This is an optimization exercise on Yosys and OpenROAD, whose aim is small area, a short achievable clock period and few clock cycles, not a production implementation. At most, simulation tests tie the RTL to the original design; equivalence was not proved. Power and IR drop assume default switching activity.

gamma:
==> module unsigned_division_magic_number_core, before the edit <==
module unsigned_division_magic_number_core
(
  input  wire logic               clk_i,
  input  wire logic               rst_ni,
  input  wire logic               in_valid_i,
  output      logic               in_ready_o,
  input  wire logic [WORD_W-1:0]  in_divisor_i,
  output      logic               out_valid_o,
  input  wire logic               out_ready_i,
  output      logic [WORD_W-1:0]  out_magic_o,
  output      logic               out_add_needed_o,
  output      logic [SHIFT_W-1:0] out_shift_o,
  output      logic               out_is_power_of_two_o,
  output      logic               out_invalid_o
);
  logic st_idle_q, st_init_q, st_runa_q, st_runb_q, st_done_q, st_donef_q;
  logic [31:0] d_q;       
  logic [31:0] u_q;       
  logic [33:0] q2_q;      
  logic [5:0]  t_q;       
  logic [5:0]  tp_q;      
  logic [6:0]  k_q;       
  logic [31:0] nc_q;      
  logic [31:0] r1_q;      
  logic [30:0] q1_q;      
  logic        pow2_q;
  logic        inv_q;
  logic        start_in, start;
  logic [31:0] src;
  logic [31:0] sm;         
  logic [31:0] u_init;     
  logic [31:0] r_init;     
  logic [4:0]  msb;
  assign start_in = in_valid_i & (st_idle_q | (st_done_q & out_ready_i));
  assign start    = start_in | st_init_q;
  assign src      = st_init_q ? d_q : in_divisor_i;
  always_comb begin
    sm = src;
    for (int s = 1; s < 32; s = s * 2) begin
      for (int i = 0; i < 32; i++) begin
        if (i + s < 32) sm[i] = sm[i] | sm[i+s];
      end
    end
  end
  assign u_init = src & {1'b0, sm[31:1]};
  assign r_init = src & ~{1'b0, sm[31:1]};
  always_comb begin
    msb = '0;
    for (int i = 1; i < 32; i++) if (src[i]) msb = 5'(i);
  end
  logic [31:0] t_any, t_sev;
  logic        s_small, s_pow2, s_spec;
  always_comb begin
    t_any = d_q;
    t_sev = '0;
    for (int w = 16; w >= 1; w = w / 2) begin
      for (int i = 0; i < w; i++) begin
        t_sev[i] = t_sev[2*i] | t_sev[2*i+1] | (t_any[2*i] & t_any[2*i+1]);
        t_any[i] = t_any[2*i] | t_any[2*i+1];
      end
    end
  end
  assign s_small = (d_q[31:1] == '0);
  assign s_pow2  = ~t_sev[0];
  assign s_spec  = s_small | s_pow2;
  logic spec;
  assign spec = (d_q == 32'h8000_0001);
  logic [33:0] du;         
  logic        b;          
  logic [31:0] u_step;
  logic [33:0] d1;         
  logic        b1;
  logic [31:0] r1_step;
  logic        lt_hi, eq_hi, lt, eq, cont;
  logic        last_a;
  logic        shift_q2, shift_t;
  assign du     = {1'b0, u_q, 1'b0} - {2'b00, d_q};
  assign b      = du[33];
  assign u_step = b ? {u_q[30:0], 1'b0} : du[31:0];
  assign d1      = {1'b0, r1_q, 1'b0} - {2'b00, nc_q};
  assign b1      = ~d1[33];
  assign r1_step = b1 ? d1[31:0] : {r1_q[30:0], 1'b0};
  assign lt_hi = (q1_q < u_q[31:1]);
  assign eq_hi = (q1_q == u_q[31:1]);
  assign lt    = lt_hi | (eq_hi & ~b1 & u_q[0]);
  assign eq    = eq_hi & (b1 == u_q[0]);
  assign cont  = (k_q < 7'd63) & (lt | (eq & spec));
  assign last_a = st_runa_q & (k_q == 7'd31);
  assign shift_q2 = st_runa_q | st_runb_q;
  assign shift_t  = (st_runa_q & ~s_spec) | st_runb_q;
  always_ff @(posedge clk_i or negedge rst_ni) begin
    if (!rst_ni) begin
      st_idle_q  <= 1'b1;
      st_init_q  <= 1'b0;
      st_runa_q  <= 1'b0;
      st_runb_q  <= 1'b0;
      st_done_q  <= 1'b0;
      st_donef_q <= 1'b0;
    end else begin
      st_idle_q  <= (st_idle_q & ~in_valid_i) | (st_done_q & out_ready_i & ~in_valid_i);
      st_init_q  <= st_donef_q & out_ready_i;
      st_runa_q  <= start | (st_runa_q & (k_q != 7'd31) & ~s_spec);
      st_runb_q  <= (last_a & ~s_spec) | (st_runb_q & cont);
      st_done_q  <= (st_runa_q & s_spec) | (st_runb_q & ~cont) | (st_done_q & ~out_ready_i & ~in_valid_i);
      st_donef_q <= (st_done_q & ~out_ready_i & in_valid_i) | (st_donef_q & ~out_ready_i);
    end
  end
  always_ff @(posedge clk_i) begin
    if (st_idle_q || st_done_q) d_q <= in_divisor_i;
    if (start) u_q <= u_init;
    else       u_q <= u_step;
    if (start)         q2_q <= '0;
    else if (shift_q2) q2_q <= {q2_q[32:0], b};
    if (start) begin
      t_q  <= 6'd1;
      tp_q <= 6'd0;
    end else if (shift_t) begin
      t_q  <= b ? t_q + 6'd1 : 6'd1;
      tp_q <= t_q;
    end
    if (start) begin
      k_q <= {2'b00, msb};
    end else if ((st_runa_q && k_q != 7'd31 && !s_spec) || st_runb_q) begin
      k_q <= k_q + 7'd1;
    end
    if (start)       nc_q <= src;
    else if (last_a) nc_q <= ~r1_step;
    if (start)       r1_q <= r_init;
    else if (last_a) r1_q <= {~spec, 31'd0};
    else             r1_q <= r1_step;
    if (last_a) q1_q <= {30'd0, spec};
    else        q1_q <= {q1_q[29:0], b1};
    if (st_runa_q) begin
      inv_q  <= s_small;
      pow2_q <= ~s_small & s_pow2;
    end
  end
  assign in_ready_o            = st_idle_q | st_done_q;
  assign out_valid_o           = st_done_q | st_donef_q;
  logic [31:0] flip;
  always_comb begin
    for (int i = 0; i < 32; i++) flip[i] = (tp_q > 6'(i));
  end
  assign out_magic_o           = q2_q[32:1] ^ flip;
  assign out_add_needed_o      = q2_q[33] | (tp_q > 6'd32);
  assign out_shift_o           = {k_q[6], k_q[4:0]};
  assign out_is_power_of_two_o = pow2_q;
  assign out_invalid_o         = inv_q;
endmodule
==> flow/config.mk <==
export PLATFORM = sky130hd
export DESIGN_NAME = unsigned_division_magic_number_core
export DESIGN_NICKNAME = unsigned_division_magic_number_core
export VERILOG_FILES = /design/flow/design.v
export SDC_FILE = /design/flow/constraint.sdc
export NUM_CORES = 4
export LEC_CHECK = 0
export ABC_AREA = 1
export CAP_MARGIN = 20
export CORE_MARGIN = 2
export CORE_UTILIZATION = 40
export PLACE_DENSITY = 0.6
export SETUP_SLACK_MARGIN = 4.3
export SLEW_MARGIN = 20
==> flow/constraint.sdc <==
create_clock -name core_clock -period 8.0 [get_ports {clk_i}]
set_input_delay 1.6000 -clock core_clock [delete_from_list [all_inputs] [get_ports {clk_i}]]
set_output_delay 1.6000 -clock core_clock [all_outputs]
set_load 0.01 [all_outputs]
standard.sh (not shown) runs the stock make flow with config.mk's settings and CLKGATE_MAP_FILE= SYNTH_SCRIPT=/design/flow/synth_recipe.tcl, a recipe that flattens the netlist after the stock synthesis.
==> flow/flow/run.sh <==
#!/bin/bash
# Standard layout, with a plain buffer (buf_2) on every input and output port
# instead of the default port buffer cell, and a clock tree of clkbuf_8 leaves
# without dummy loads.
export BUFFER_PORTS_ARGS="-buffer_cell sky130_fd_sc_hd__buf_2"
export CTS_ARGS="-sink_clustering_enable -repair_clock_nets -dont_use_dummy_load -sink_clustering_size 20 -sink_clustering_max_diameter 60 -buf_list sky130_fd_sc_hd__clkbuf_8"
bash standard.sh > standard.log 2>&1
Testbench counts of gamma, summed over its fixed seeds: cycles 37,331.
--- input diff gamma..epsilon ---
--- a/flow/design.v
+++ b/flow/design.v
@@ -84,5 +84,5 @@
   logic        lt_hi, eq_hi, lt, eq, cont;
   logic        last_a;
-  logic        shift_q2, shift_t;
+  logic        running, shift_q2, shift_t;
   assign du     = {1'b0, u_q, 1'b0} - {2'b00, d_q};
   assign b      = du[33];
@@ -97,4 +97,5 @@
   assign cont  = (k_q < 7'd63) & (lt | (eq & spec));
   assign last_a = st_runa_q & (k_q == 7'd31);
+  assign running  = st_runa_q | st_runb_q;
   assign shift_q2 = st_runa_q | st_runb_q;
   assign shift_t  = (st_runa_q & ~s_spec) | st_runb_q;
@@ -118,6 +119,6 @@
   always_ff @(posedge clk_i) begin
     if (st_idle_q || st_done_q) d_q <= in_divisor_i;
-    if (start) u_q <= u_init;
-    else       u_q <= u_step;
+    if (!running) u_q <= u_init;
+    else          u_q <= u_step;
     if (start)         q2_q <= '0;
     else if (shift_q2) q2_q <= {q2_q[32:0], b};
@@ -134,7 +135,7 @@
       k_q <= k_q + 7'd1;
     end
-    if (start)       nc_q <= src;
+    if (!running)    nc_q <= src;
     else if (last_a) nc_q <= ~r1_step;
-    if (start)       r1_q <= r_init;
+    if (!running)    r1_q <= r_init;
     else if (last_a) r1_q <= {~spec, 31'd0};
     else             r1_q <= r1_step;
[summary]
Summary — final instance count without filler cells, epsilon relative to gamma: lower, by 40.
| portion of netlist area occupied by mux cells | epsilon vs gamma | ≈ equal |
Lower adder and majority cell fraction of the synthesized area was reported by gamma, not epsilon.
Between epsilon and gamma, the area share of and/or/nand/nor cells after synthesis is lower for epsilon.
When the final numbers for epsilon and gamma were put side by side, the synthesized cell count turned out to be greater in gamma.
The lower clock latency at the later pin of the worst-skew pair came out of epsilon.
gamma ended up with sky130_fd_sc_hd__dfxtp_2 as its slowest library cell on the worst path; epsilon ended up with sky130_fd_sc_hd__o21ai_4.
Relative to gamma, the detailed-route wire length on metal 1 measured on epsilon has decreased by a few percent.
No functional check of the RTL was part of epsilon.


main:
Another version of the RTL of unsigned_division_magic_number_core (not shown whole).
For scale: ~1,900 cells after synthesis, about 220 flip-flops, roughly 79 I/O pins, ~14,000 µm² of cells after synthesis.
==> module unsigned_division_magic_number_core, before the edit <==
module unsigned_division_magic_number_core
(
  input  wire logic               clk_i,
  input  wire logic               rst_ni,
  input  wire logic               in_valid_i,
  output      logic               in_ready_o,
  input  wire logic [WORD_W-1:0]  in_divisor_i,
  output      logic               out_valid_o,
  input  wire logic               out_ready_i,
  output      logic [WORD_W-1:0]  out_magic_o,
  output      logic               out_add_needed_o,
  output      logic [SHIFT_W-1:0] out_shift_o,
  output      logic               out_is_power_of_two_o,
  output      logic               out_invalid_o
);
  logic st_idle_q, st_init_q, st_runa_q, st_runb_q, st_done_q, st_donef_q;
  logic [31:0] d_q;       
  logic [31:0] u_q;       
  logic [33:0] q2_q;      
  logic [5:0]  t_q;       
  logic [5:0]  tp_q;      
  logic [6:0]  k_q;       
  logic [31:0] nc_q;      
  logic [31:0] r1_q;      
  logic [30:0] q1_q;      
  logic        pow2_q;
  logic        inv_q;
  logic        accept, start_in, start;
  logic [31:0] src;
  logic [31:0] sm;         
  logic [31:0] u_init;     
  logic [31:0] r_init;     
  logic [4:0]  msb;
  assign accept   = in_valid_i & (st_idle_q | st_done_q);
  assign start_in = in_valid_i & (st_idle_q | (st_done_q & out_ready_i));
  assign start    = start_in | st_init_q;
  assign src      = st_init_q ? d_q : in_divisor_i;
  always_comb begin
    sm = src;
    for (int s = 1; s < 32; s = s * 2) begin
      for (int i = 0; i < 32; i++) begin
        if (i + s < 32) sm[i] = sm[i] | sm[i+s];
      end
    end
  end
  assign u_init = src & {1'b0, sm[31:1]};
  assign r_init = src & ~{1'b0, sm[31:1]};
  always_comb begin
    msb = '0;
    for (int i = 1; i < 32; i++) if (src[i]) msb = 5'(i);
  end
  logic [31:0] t_any, t_sev;
  logic        s_small, s_pow2, s_spec;
  always_comb begin
    t_any = d_q;
    t_sev = '0;
    for (int w = 16; w >= 1; w = w / 2) begin
      for (int i = 0; i < w; i++) begin
        t_sev[i] = t_sev[2*i] | t_sev[2*i+1] | (t_any[2*i] & t_any[2*i+1]);
        t_any[i] = t_any[2*i] | t_any[2*i+1];
      end
    end
  end
  assign s_small = (d_q[31:1] == '0);
  assign s_pow2  = ~t_sev[0];
  assign s_spec  = s_small | s_pow2;
  logic spec;
  assign spec = (d_q == 32'h8000_0001);
  logic [33:0] du;         
  logic        b;          
  logic [31:0] u_step;
  logic [33:0] d1;         
  logic        b1;
  logic [31:0] r1_step;
  logic        lt_hi, eq_hi, lt, eq, cont;
  logic        last_a;
  logic        shift_q2;
  assign du     = {1'b0, u_q, 1'b0} - {2'b00, d_q};
  assign b      = du[33];
  assign u_step = b ? {u_q[30:0], 1'b0} : du[31:0];
  assign d1      = {1'b0, r1_q, 1'b0} - {2'b00, nc_q};
  assign b1      = ~d1[33];
  assign r1_step = b1 ? d1[31:0] : {r1_q[30:0], 1'b0};
  assign lt_hi = (q1_q < u_q[31:1]);
  assign eq_hi = (q1_q == u_q[31:1]);
  assign lt    = lt_hi | (eq_hi & ~b1 & u_q[0]);
  assign eq    = eq_hi & (b1 == u_q[0]);
  assign cont  = (k_q < 7'd63) & (lt | (eq & spec));
  assign last_a = st_runa_q & (k_q == 7'd31) & ~s_spec;
  assign shift_q2 = (st_runa_q & ~s_spec) | st_runb_q;
  always_ff @(posedge clk_i or negedge rst_ni) begin
    if (!rst_ni) begin
      st_idle_q  <= 1'b1;
      st_init_q  <= 1'b0;
      st_runa_q  <= 1'b0;
      st_runb_q  <= 1'b0;
      st_done_q  <= 1'b0;
      st_donef_q <= 1'b0;
    end else begin
      st_idle_q  <= (st_idle_q & ~in_valid_i) | (st_done_q & out_ready_i & ~in_valid_i);
      st_init_q  <= st_donef_q & out_ready_i;
      st_runa_q  <= start | (st_runa_q & (k_q != 7'd31) & ~s_spec);
      st_runb_q  <= last_a | (st_runb_q & cont);
      st_done_q  <= (st_runa_q & s_spec) | (st_runb_q & ~cont) | (st_done_q & ~out_ready_i & ~in_valid_i);
      st_donef_q <= (st_done_q & ~out_ready_i & in_valid_i) | (st_donef_q & ~out_ready_i);
    end
  end
  always_ff @(posedge clk_i) begin
    if (accept) d_q <= in_divisor_i;
    if (start) u_q <= u_init;
    else       u_q <= u_step;
    if (start) begin
      q2_q <= '0;
      t_q  <= '0;
    end else if (shift_q2) begin
      q2_q <= {q2_q[32:0], b};
      t_q  <= b ? t_q + 6'd1 : 6'd0;
      tp_q <= t_q;
    end
    if (start) begin
      k_q <= {2'b00, msb};
    end else if ((st_runa_q && k_q != 7'd31 && !s_spec) || st_runb_q) begin
      k_q <= k_q + 7'd1;
    end
    if (start)       nc_q <= src;
    else if (last_a) nc_q <= ~r1_step;
    if (start)       r1_q <= r_init;
    else if (last_a) r1_q <= {~spec, 31'd0};
    else             r1_q <= r1_step;
    if (last_a) q1_q <= {30'd0, spec};
    else        q1_q <= {q1_q[29:0], b1};
    if (st_runa_q) begin
      inv_q  <= s_small;
      pow2_q <= ~s_small & s_pow2;
    end
  end
  assign in_ready_o            = st_idle_q | st_done_q;
  assign out_valid_o           = st_done_q | st_donef_q;
  logic        gen;
  logic [31:0] flip;
  assign gen = ~pow2_q & ~inv_q;
  always_comb begin
    for (int i = 0; i < 32; i++) flip[i] = gen & (tp_q >= 6'(i));
  end
  assign out_magic_o           = q2_q[32:1] ^ flip;
  assign out_add_needed_o      = gen & (q2_q[33] | (tp_q >= 6'd32));
  assign out_shift_o           = {k_q[6], k_q[4:0]};
  assign out_is_power_of_two_o = pow2_q;
  assign out_invalid_o         = inv_q;
endmodule
clock: 8.0 ns
lec_check: 0
abc_area: 1
cap_margin: 20
core_margin: 2
core_utilization: 40
place_density: 0.6
setup_slack_margin: 4.3
slew_margin: 20
==> flow/flow/run.sh <==
#!/bin/bash
# Standard layout, with a plain buffer (buf_2) on every input and output port
# instead of the default port buffer cell.
export BUFFER_PORTS_ARGS="-buffer_cell sky130_fd_sc_hd__buf_2"
bash standard.sh > standard.log 2>&1
### main -> the feature branch
-- flow/design.v --
<<< main, line 24
  output      logic               out_invalid_o
);
  logic st_idle_q, st_init_q, st_runa_q, st_runb_q, st_done_q, st_donef_q;
  logic [31:0] d_q;       
  logic [31:0] u_q;       
  logic [33:0] q2_q;      
  logic [5:0]  t_q;       
  logic [5:0]  tp_q;      
  logic [6:0]  k_q;       
  logic [31:0] nc_q;      
>>> the feature branch, line 24
  output      logic               out_invalid_o
);
  logic st_idle_q, st_init_q, st_runa_q, st_runb_q, st_fin_q, st_done_q, st_donef_q;
  logic [31:0] d_q;       
  logic [31:0] u_q;       
  logic [33:0] q2_q;      
  logic [6:0]  k_q;       
  logic [31:0] nc_q;      
<<< main, line 36
  logic        pow2_q;
  logic        inv_q;
  logic        accept, start_in, start;
  logic [31:0] src;
  logic [31:0] sm;         
>>> the feature branch, line 34
  logic        pow2_q;
  logic        inv_q;
  logic        start_in, start;
  logic [31:0] src;
  logic [31:0] sm;         
<<< main, line 42
  logic [31:0] r_init;     
  logic [4:0]  msb;
  assign accept   = in_valid_i & (st_idle_q | st_done_q);
  assign start_in = in_valid_i & (st_idle_q | (st_done_q & out_ready_i));
  assign start    = start_in | st_init_q;
>>> the feature branch, line 40
  logic [31:0] r_init;     
  logic [4:0]  msb;
  assign start_in = in_valid_i & (st_idle_q | (st_done_q & out_ready_i));
  assign start    = start_in | st_init_q;
<<< main, line 85
  logic        lt_hi, eq_hi, lt, eq, cont;
  logic        last_a;
  logic        shift_q2;
  assign du     = {1'b0, u_q, 1'b0} - {2'b00, d_q};
  assign b      = du[33];
>>> the feature branch, line 82
  logic        lt_hi, eq_hi, lt, eq, cont;
  logic        last_a;
  logic [33:0] inc;
  assign du     = {1'b0, u_q, 1'b0} - {2'b00, d_q};
  assign b      = du[33];
<<< main, line 97
  assign eq    = eq_hi & (b1 == u_q[0]);
  assign cont  = (k_q < 7'd63) & (lt | (eq & spec));
  assign last_a = st_runa_q & (k_q == 7'd31) & ~s_spec;
  assign shift_q2 = (st_runa_q & ~s_spec) | st_runb_q;
  always_ff @(posedge clk_i or negedge rst_ni) begin
    if (!rst_ni) begin
>>> the feature branch, line 94
  assign eq    = eq_hi & (b1 == u_q[0]);
  assign cont  = (k_q < 7'd63) & (lt | (eq & spec));
  assign last_a = st_runa_q & (k_q == 7'd31);
  assign inc = {1'b0, q2_q[33:1]} + 34'd1;
  always_ff @(posedge clk_i or negedge rst_ni) begin
    if (!rst_ni) begin
<<< main, line 105
      st_runa_q  <= 1'b0;
      st_runb_q  <= 1'b0;
      st_done_q  <= 1'b0;
      st_donef_q <= 1'b0;
>>> the feature branch, line 102
      st_runa_q  <= 1'b0;
      st_runb_q  <= 1'b0;
      st_fin_q   <= 1'b0;
      st_done_q  <= 1'b0;
      st_donef_q <= 1'b0;
<<< main, line 111
      st_init_q  <= st_donef_q & out_ready_i;
      st_runa_q  <= start | (st_runa_q & (k_q != 7'd31) & ~s_spec);
      st_runb_q  <= last_a | (st_runb_q & cont);
      st_done_q  <= (st_runa_q & s_spec) | (st_runb_q & ~cont) | (st_done_q & ~out_ready_i & ~in_valid_i);
      st_donef_q <= (st_done_q & ~out_ready_i & in_valid_i) | (st_donef_q & ~out_ready_i);
    end
  end
  always_ff @(posedge clk_i) begin
    if (accept) d_q <= in_divisor_i;
    if (start) u_q <= u_init;
    else       u_q <= u_step;
    if (start) begin
      q2_q <= '0;
      t_q  <= '0;
    end else if (shift_q2) begin
      q2_q <= {q2_q[32:0], b};
      t_q  <= b ? t_q + 6'd1 : 6'd0;
      tp_q <= t_q;
    end
    if (start) begin
      k_q <= {2'b00, msb};
>>> the feature branch, line 109
      st_init_q  <= st_donef_q & out_ready_i;
      st_runa_q  <= start | (st_runa_q & (k_q != 7'd31) & ~s_spec);
      st_runb_q  <= (last_a & ~s_spec) | (st_runb_q & cont);
      st_fin_q   <= st_runb_q & ~cont;
      st_done_q  <= (st_runa_q & s_spec) | st_fin_q | (st_done_q & ~out_ready_i & ~in_valid_i);
      st_donef_q <= (st_done_q & ~out_ready_i & in_valid_i) | (st_donef_q & ~out_ready_i);
    end
  end
  always_ff @(posedge clk_i) begin
    if (st_idle_q || st_done_q) d_q <= in_divisor_i;
    if (start) u_q <= u_init;
    else       u_q <= u_step;
    if (start)                         q2_q <= '0;
    else if (st_fin_q)                 q2_q <= inc;
    else if ((st_runa_q && !s_spec) || st_runb_q) q2_q <= {q2_q[32:0], b};
    if (start) begin
      k_q <= {2'b00, msb};
<<< main, line 147
  assign in_ready_o            = st_idle_q | st_done_q;
  assign out_valid_o           = st_done_q | st_donef_q;
  logic        gen;
  logic [31:0] flip;
  assign gen = ~pow2_q & ~inv_q;
  always_comb begin
    for (int i = 0; i < 32; i++) flip[i] = gen & (tp_q >= 6'(i));
  end
  assign out_magic_o           = q2_q[32:1] ^ flip;
  assign out_add_needed_o      = gen & (q2_q[33] | (tp_q >= 6'd32));
  assign out_shift_o           = {k_q[6], k_q[4:0]};
  assign out_is_power_of_two_o = pow2_q;
>>> the feature branch, line 141
  assign in_ready_o            = st_idle_q | st_done_q;
  assign out_valid_o           = st_done_q | st_donef_q;
  assign out_magic_o           = q2_q[31:0];
  assign out_add_needed_o      = q2_q[33] | q2_q[32];
  assign out_shift_o           = {k_q[6], k_q[4:0]};
  assign out_is_power_of_two_o = pow2_q;
Worst hold slack improves in the feature branch relative to main.
The faster design of the two is the feature branch; main tops out lower.
main → the feature branch: power now sits lower, final instance count without filler cells now smaller.
Mean routed wirelength per cell went down slightly going from main to the feature branch.
Compared to main, the feature branch has total internal power 6.9% lower.
Summary: worst setup slack, the feature branch better than main
Looking at synthesized area, the feature branch sits 1.2% higher than main does.
Function was not checked in any run of this note: the RTL went through the layout flow alone.

## re-timing with driven ports
No port has a modelled driver above. Below, the same layouts with a new extraction and two added sets of constraints. Step 1 sets driving cells, clkbuf_16 on the clock port and buf_2 on the other inputs (assumed; they add their load-dependent delay and slew). Step 2 times the ports against the registers' clock, not the clock port: input delays grow and output delays shrink by t, the midpoint of the rising clock arrivals with the driver on. Three values: ideal, step 1, step 2; two values: the first two.
| run | shift t [ns] | slack for setup (ns) | hold slack, ns |
|---|---|---|---|
| gamma | 0.605 | 4.430 / 4.381 / 3.961 | 0.385 / 0.385 / 0.385 |
| epsilon | 0.579 | 4.306 / 4.324 / 3.745 | 0.421 / 0.421 / 0.421 |
| main | 0.581 | 4.336 / 4.289 / 3.823 | 0.429 / 0.429 / 0.429 |
| the feature branch | 0.560 | 4.389 / 4.401 / 3.841 | 0.436 / 0.436 / 0.436 |
After both steps setup and hold are still met in every run listed. For epsilon, which loses most, drivers alone change the setup slack by +0.018 ns; drivers and shift together by -0.561 ns.
